Background: an optimization exercise with open tools, aiming at small area. Do not read the settings as production practice. Only simulation tests tie the RTL to the original design; equivalence was not proved. No activity file was given, so power comes from the tool's default toggle rates.

==> job 9800 <==
==> flow/design.v <==
module mini_mips_multicycle #(
  parameter logic [31:0] RESET_PC     = 32'h0000_0000,
  parameter int unsigned ADDR_W       = 32,
  parameter bit          ILLEGAL_HALT = 1'b1
) (
  input  logic              clk,
  input  logic              reset,
  output logic              mem_req,
  output logic              mem_we,
  output logic [ADDR_W-1:0] mem_addr,
  output logic [31:0]       mem_wdata,
  input  logic [31:0]       mem_rdata,
  input  logic              mem_ready,
  output logic [31:0]       pc,
  output logic [31:0]       result,
  output logic              retired,
  output logic              halted
);
  localparam logic [2:0] S_FETCH = 3'd0, S_WAIT = 3'd1, S_EXEC = 3'd2, S_MEM = 3'd3,
                         S_WAIT2 = 3'd4, S_POST = 3'd5, S_HALT = 3'd6;
  logic [2:0]  r_state;
  logic [4:0]  r_cnt;
  logic [31:0] r_ar, r_dr, r_ir, r_t;
  logic [4:0]  r_last;       
  logic        r_wb;         
  logic        r_pend;       
  logic        r_clr;        
  logic        r_cm;         
  logic        r_cp;         
  logic        r_neq;        
  logic [5:0] op, fn;
  logic [4:0] rs, rt, rd, sh;
  assign op = r_ir[31:26];
  assign fn = r_ir[5:0];
  assign rs = r_ir[25:21];
  assign rt = r_ir[20:16];
  assign rd = r_ir[15:11];
  assign sh = r_ir[10:6];
  logic rtype, f_add, f_sub, f_and, f_or, f_slt, f_sll, f_jr;
  logic i_addi, i_lw, i_sw, i_beq, i_bne, i_j, i_jal, i_br, i_alu, legal;
  assign rtype  = (op == 6'h00);
  assign f_add  = rtype && fn == 6'h20;
  assign f_sub  = rtype && fn == 6'h22;
  assign f_and  = rtype && fn == 6'h24;
  assign f_or   = rtype && fn == 6'h25;
  assign f_slt  = rtype && fn == 6'h2A;
  assign f_sll  = rtype && fn == 6'h00;
  assign f_jr   = rtype && fn == 6'h08;
  assign i_addi = (op == 6'h08);
  assign i_lw   = (op == 6'h23);
  assign i_sw   = (op == 6'h2B);
  assign i_beq  = (op == 6'h04);
  assign i_bne  = (op == 6'h05);
  assign i_j    = (op == 6'h02);
  assign i_jal  = (op == 6'h03);
  assign i_br   = i_beq | i_bne;
  assign i_alu  = f_add | f_sub | f_and | f_or | f_slt | f_sll | i_addi;
  assign legal  = i_alu | f_jr | i_lw | i_sw | i_br | i_j | i_jal;
  logic [4:0] dst;
  logic       dst_nz;
  assign dst    = rtype ? rd : rt;
  assign dst_nz = (dst != 5'd0);
  logic ph0, ph31;
  assign ph0  = (r_cnt == 5'd0);
  assign ph31 = (r_cnt == 5'd31);
  logic exec, post;
  assign exec = (r_state == S_EXEC);
  assign post = (r_state == S_POST);
  logic [4:0]  sel_a;
  logic        ir_bit;
  logic [31:1] ring_out;
  logic        a, b, wbit;
  assign sel_a = post ? r_last : rs;
  assign wbit  = r_clr ? 1'b0 : post ? ir_bit : r_dr[0];
  logic [3:0] we_hi;
  logic [7:0] we_lo;
  always_comb begin
    for (int i = 0; i < 4; i++) we_hi[i] = r_clr | (r_wb && r_last[4:3] == i[1:0]);
    for (int i = 0; i < 8; i++) we_lo[i] = r_clr | (r_last[2:0] == i[2:0]);
  end
  genvar g;
  generate
    for (g = 1; g < 32; g++) begin : g_rf
      logic [31:0] r_ring;
      logic        we;
      assign we = we_hi[g / 8] & we_lo[g % 8];
      always_ff @(posedge clk) r_ring <= {we ? wbit : r_ring[0], r_ring[31:1]};
      assign ring_out[g] = r_ring[0];
    end
  endgenerate
  assign a = (sel_a == 5'd0) ? 1'b0 : ring_out[sel_a];
  assign b = (rt == 5'd0)    ? 1'b0 : ring_out[rt];
  logic       shift2;
  logic [4:0] k;
  logic [4:0] idx;
  logic       imm_bit;
  assign shift2  = i_br | i_j | i_jal;
  assign k       = shift2 ? r_cnt - 5'd2 : r_cnt;
  assign idx     = post ? r_cnt : (i_j | i_jal) ? k : ((k > 5'd15) ? 5'd15 : k);
  assign ir_bit  = r_ir[idx];
  assign imm_bit = (shift2 && r_cnt < 5'd2) ? 1'b0 : ir_bit;
  logic pcb, inc, pc4, cp_n;
  assign pcb  = r_ar[0];
  assign inc  = (r_cnt == 5'd2) | r_cp;
  assign pc4  = pcb ^ inc;
  assign cp_n = pcb & inc & ~ph31;
  logic x, y, cin, sum, cout, subm;
  assign subm = f_sub | f_slt;
  assign x    = i_br ? pc4 : a;
  assign y    = (i_addi | i_lw | i_sw | i_br) ? imm_bit : (b ^ subm);
  assign cin  = ph0 ? subm : r_cm;
  assign sum  = x ^ y ^ cin;
  assign cout = (x & y) | (x & cin) | (y & cin);
  logic neq_any, taken, lt;
  assign neq_any = (~ph0 & r_neq) | (a ^ b);
  assign taken   = i_beq ? ~neq_any : neq_any;
  assign lt      = (a ^ b) ? a : sum;
  logic [5:0] csum;
  logic       sll_go;
  assign csum   = {1'b0, r_cnt} + {1'b0, sh};
  assign sll_go = ~csum[5];
  logic alu_res;
  always_comb begin
    alu_res = sum;
    if (f_and) alu_res = a & b;
    if (f_or)  alu_res = a | b;
    if (f_slt) alu_res = 1'b0;
    if (f_sll) alu_res = b;
  end
  logic ar_shift, ar_par, ain;
  logic dr_shift, ir_load, dr_zero, din, dr0_set, set_pend;
  logic t_wr, tin;
  logic retire_c, set_wb;
  logic [2:0] state_n;
  always_comb begin
    ar_shift = 1'b0; ar_par = 1'b0; ain = 1'b0;
    dr_shift = 1'b0; ir_load = 1'b0; dr_zero = 1'b0; din = 1'b0; dr0_set = 1'b0; set_pend = 1'b0;
    t_wr = 1'b0; tin = 1'b0;
    retire_c = 1'b0; set_wb = 1'b0;
    mem_req = 1'b0; mem_we = 1'b0;
    state_n = r_state;
    if (r_wb) begin
      dr_shift = 1'b1;
      din      = wbit;
    end
    case (r_state)
      S_FETCH: begin
        mem_req = 1'b1;
        ir_load = mem_ready;
        if (mem_ready) state_n = ph31 ? S_EXEC : S_WAIT;
      end
      S_WAIT: begin
        if (!legal) begin
          if (!r_wb) state_n = S_HALT;
        end else if (ph31) state_n = S_EXEC;
      end
      S_EXEC: begin
        if (!legal) state_n = S_HALT;
        ar_shift = legal;
        if (i_alu) begin
          ain = pc4;
          if (dst_nz) begin
            dr_shift = ~f_sll | sll_go;
            din      = alu_res;
            dr_zero  = f_sll & ph0;
            dr0_set  = f_slt & ph31 & lt;
          end
        end
        if (f_jr) ain = a;
        if (i_j | i_jal) ain = (r_cnt < 5'd2) ? 1'b0 : (r_cnt < 5'd28) ? imm_bit : pcb;
        if (i_jal) begin
          dr_shift = 1'b1;
          din      = pc4;
        end
        if (i_br) begin
          ain  = pc4;
          t_wr = 1'b1;
          tin  = sum;
          ar_par = ph31 & taken;
        end
        if (i_lw | i_sw) begin
          ain  = sum;
          t_wr = 1'b1;
          tin  = pc4;
        end
        if (i_sw) begin
          dr_shift = 1'b1;
          din      = b;
        end
        if (ph31 && legal) begin
          if (i_lw | i_sw) state_n = S_MEM;
          else begin
            retire_c = 1'b1;
            state_n  = S_FETCH;
            set_wb   = (i_alu & dst_nz) | i_jal;
          end
        end
      end
      S_MEM: begin
        mem_req = 1'b1;
        mem_we  = i_sw;
        if (mem_ready) begin
          ir_load  = i_lw;
          set_pend = i_lw & (rt != 5'd0);
          state_n  = ph31 ? S_POST : S_WAIT2;
        end
      end
      S_WAIT2: begin
        if (ph31) state_n = S_POST;
      end
      S_POST: begin
        ar_shift = 1'b1;
        ain      = r_t[0];
        if (!r_wb) begin
          dr_shift = 1'b1;
          din      = a;
        end
        if (ph31) begin
          retire_c = 1'b1;
          state_n  = S_FETCH;
        end
      end
      S_HALT: ;
      default: state_n = S_FETCH;
    endcase
    if (reset) begin
      mem_req  = 1'b0;
      mem_we   = 1'b0;
      retire_c = 1'b0;
      state_n  = S_FETCH;
    end
  end
  always_ff @(posedge clk) begin
    r_cnt  <= reset ? 5'd0 : r_cnt + 5'd1;
    r_cp   <= cp_n;
    r_cm   <= cout;
    r_neq  <= neq_any;
    r_state <= state_n;
    r_clr  <= reset | (r_clr & ~ph31);
    r_wb   <= reset ? 1'b0 : (ph31 ? (set_wb | set_pend | r_pend) : r_wb);
    r_pend <= ~reset & ~ph31 & (set_pend | r_pend);
    if (reset) r_last <= 5'd0;
    else if (set_wb | set_pend) r_last <= i_jal ? 5'd31 : dst;
    if (ir_load) r_ir <= mem_rdata;
    r_t <= {t_wr ? tin : r_t[0], r_t[31:1]};
    if (reset)         r_ar <= RESET_PC;
    else if (ar_par)   r_ar <= {tin, r_t[31:1]};
    else if (ar_shift) r_ar <= {ain, r_ar[31:1]};
    if (reset | dr_zero) r_dr[30:0] <= 31'd0;
    else if (dr_shift)   r_dr[30:0] <= {r_dr[31:2], r_dr[1] | dr0_set};
    if (reset)           r_dr[31] <= 1'b0;
    else if (dr_shift)   r_dr[31] <= din;
  end
  assign mem_addr  = r_ar[ADDR_W-1:0];
  assign mem_wdata = r_dr;
  assign pc        = r_ar;
  assign result    = r_dr;
  assign retired   = retire_c;
  assign halted    = (r_state == S_HALT);
endmodule
==> flow/flow/run.sh <==
#!/bin/bash
# Standard layout (the standard.sh) with these changes:
#  - synthesis is ORFS's own script, but its area ABC script (ABC_AREA=1) is replaced by an
#    area-recovery mapping (strash; dch; amap; topo). Only combinational mapping changes: the
#    flip-flops, their names and cell types are those of the standard synthesis.
#  - the port buffers use the smallest buffer cell (every port still gets one);
#  - CTS uses small clkbuf_4 clusters and inserts no dummy loads.
set -euo pipefail
rm -rf scripts_area
cp -r "$FLOW_HOME/scripts" scripts_area
printf 'strash\ndch\namap\ntopo\n' > scripts_area/abc_area.script
export SCRIPTS_DIR="$PWD/scripts_area"
export BUFFER_PORTS_ARGS="-buffer_cell sky130_fd_sc_hd__buf_1"
export CTS_ARGS="-sink_clustering_enable -repair_clock_nets -sink_clustering_size 10 -sink_clustering_max_diameter 35 -buf_list sky130_fd_sc_hd__clkbuf_4 -dont_use_dummy_load"
bash standard.sh > standard.log 2>&1
==> flow/standard.sh <==
#!/bin/bash
# synth_recipe.tcl (not shown) runs the flow's synth.tcl, then flattens the netlist and writes it again
# the make line also repeats each setting of config.mk as NAME=value (left out here)
make -C /OpenROAD-flow-scripts/flow DESIGN_CONFIG=/design/flow/config.mk WORK_HOME=/design/flow/orfs CLKGATE_MAP_FILE= SYNTH_SCRIPT=/design/flow/synth_recipe.tcl "${@:-finish}"
==> flow/config.mk <==
export PLATFORM = sky130hd
export DESIGN_NAME = mini_mips_multicycle
export DESIGN_NICKNAME = mini_mips_multicycle
export VERILOG_FILES = /design/flow/design.v
export SDC_FILE = /design/flow/constraint.sdc
export NUM_CORES = 4
export LEC_CHECK = 0
export ABC_AREA = 1
export CAP_MARGIN = 20
export CORE_MARGIN = 2
export CORE_UTILIZATION = 60
export CTS_BUF_LIST = sky130_fd_sc_hd__clkbuf_4
export CTS_CLUSTER_DIAMETER = 35
export CTS_CLUSTER_SIZE = 10
export SLEW_MARGIN = 20
==> flow/constraint.sdc <==
create_clock -name core_clock -period 10.0 [get_ports {clk}]
set_input_delay 2.0000 -clock core_clock [delete_from_list [all_inputs] [get_ports {clk}]]
set_output_delay 2.0000 -clock core_clock [all_outputs]
set_load 0.01 [all_outputs]
==> job 3182: changes against job 9800 <==
==> flow/flow/run.sh (replaced) <==
#!/bin/bash
# Standard layout (the standard.sh, standard synthesis unchanged), with two changes:
# the port buffers use the smallest buffer cell, and CTS inserts no dummy loads.
export BUFFER_PORTS_ARGS="-buffer_cell sky130_fd_sc_hd__buf_1"
export CTS_ARGS="-sink_clustering_enable -repair_clock_nets -sink_clustering_size 20 -sink_clustering_max_diameter 50 -buf_list sky130_fd_sc_hd__clkbuf_8 -dont_use_dummy_load"
bash standard.sh > standard.log 2>&1
--- a/flow/config.mk
+++ b/flow/config.mk
@@ -9,7 +9,7 @@
 export CAP_MARGIN = 20
 export CORE_MARGIN = 2
 export CORE_UTILIZATION = 60
-export CTS_BUF_LIST = sky130_fd_sc_hd__clkbuf_4
-export CTS_CLUSTER_DIAMETER = 35
-export CTS_CLUSTER_SIZE = 10
+export CTS_BUF_LIST = sky130_fd_sc_hd__clkbuf_8
+export CTS_CLUSTER_DIAMETER = 50
+export CTS_CLUSTER_SIZE = 20
 export SLEW_MARGIN = 20
==> qor summary <==
item                                                                         job 3182                    job 9800
First-pass GRT wire length                                                    68.8 mm                     69.1 mm
Synthesized-area fraction occupied by xor and xnor cells                       0.333%                          0%
Num CTS Buffers                                                                    73                         141
Top achievable clock speed                                                    188 MHz                     139 MHz
Pre-CTS WS                                                                    4.68 ns                     2.98 ns
Outcome                                                                finished clean              finished clean
Leak                                                                          11.7 nW                     11.3 nW
Total power density per cell area                                          244 mW/mm²                  249 mW/mm²
Syn Std Cell Area                                                          0.0282 mm²                  0.0272 mm²
Total detailed-routing wirelength                                             44.7 mm                     43.8 mm
FF-to-FF Start                                                r_state[2]$_SDFFE_PP0P_          r_ir[31]$_DFFE_PP_
Worst reg2reg path endpoint                                      r_ar[8]$_SDFFE_PP0P_       r_dr[31]$_SDFFE_PP0P_
Power spent charging and discharging nets                                     1.79 mW                     1.77 mW
Maximum fanout encountered on the critical timing path                             34                          17
Share of Yosys cell area claimed by the top area cell type                      78.7%                       81.5%
Mean cell area of the mapped netlist                                         13.6 µm²                    15.0 µm²
Worst Hold Launch                                           g_rf[4].r_ring[3]$_DFF_P_  g_rf[7].r_ring[23]$_DFF_P_

-- static timing again, ports no longer ideal --
The flow's constraints put no driver on any port. The routed layouts listed below were extracted and timed again, unchanged, in two steps. Step 1 assumes that a clkbuf_16 drives the clock port and a buf_2 every other input. Step 2 moves the port delays by t, midway between the first and last clock arrival at a register: inputs arrive t later, outputs are due t later. That takes back most of the time a late clock gives input paths. Slacks: ideal / step 1 / step 2; pairs: ideal / step 1.
run | t (ns) | setup WS [ns] | hold WS [ns] | pins driven straight from the clock port
job 9800 | 0.933 | 2.787 / 2.787 / 2.787 | 0.271 / 0.271 / 0.271 | 1
job 3182 | 0.679 | 4.672 / 4.652 / 4.652 | 0.301 / 0.301 / 0.301 | 1
After both steps setup and hold are still met in every run listed. For job 3182, which loses most, drivers alone change the setup slack by -0.020 ns; drivers and shift together by -0.020 ns.
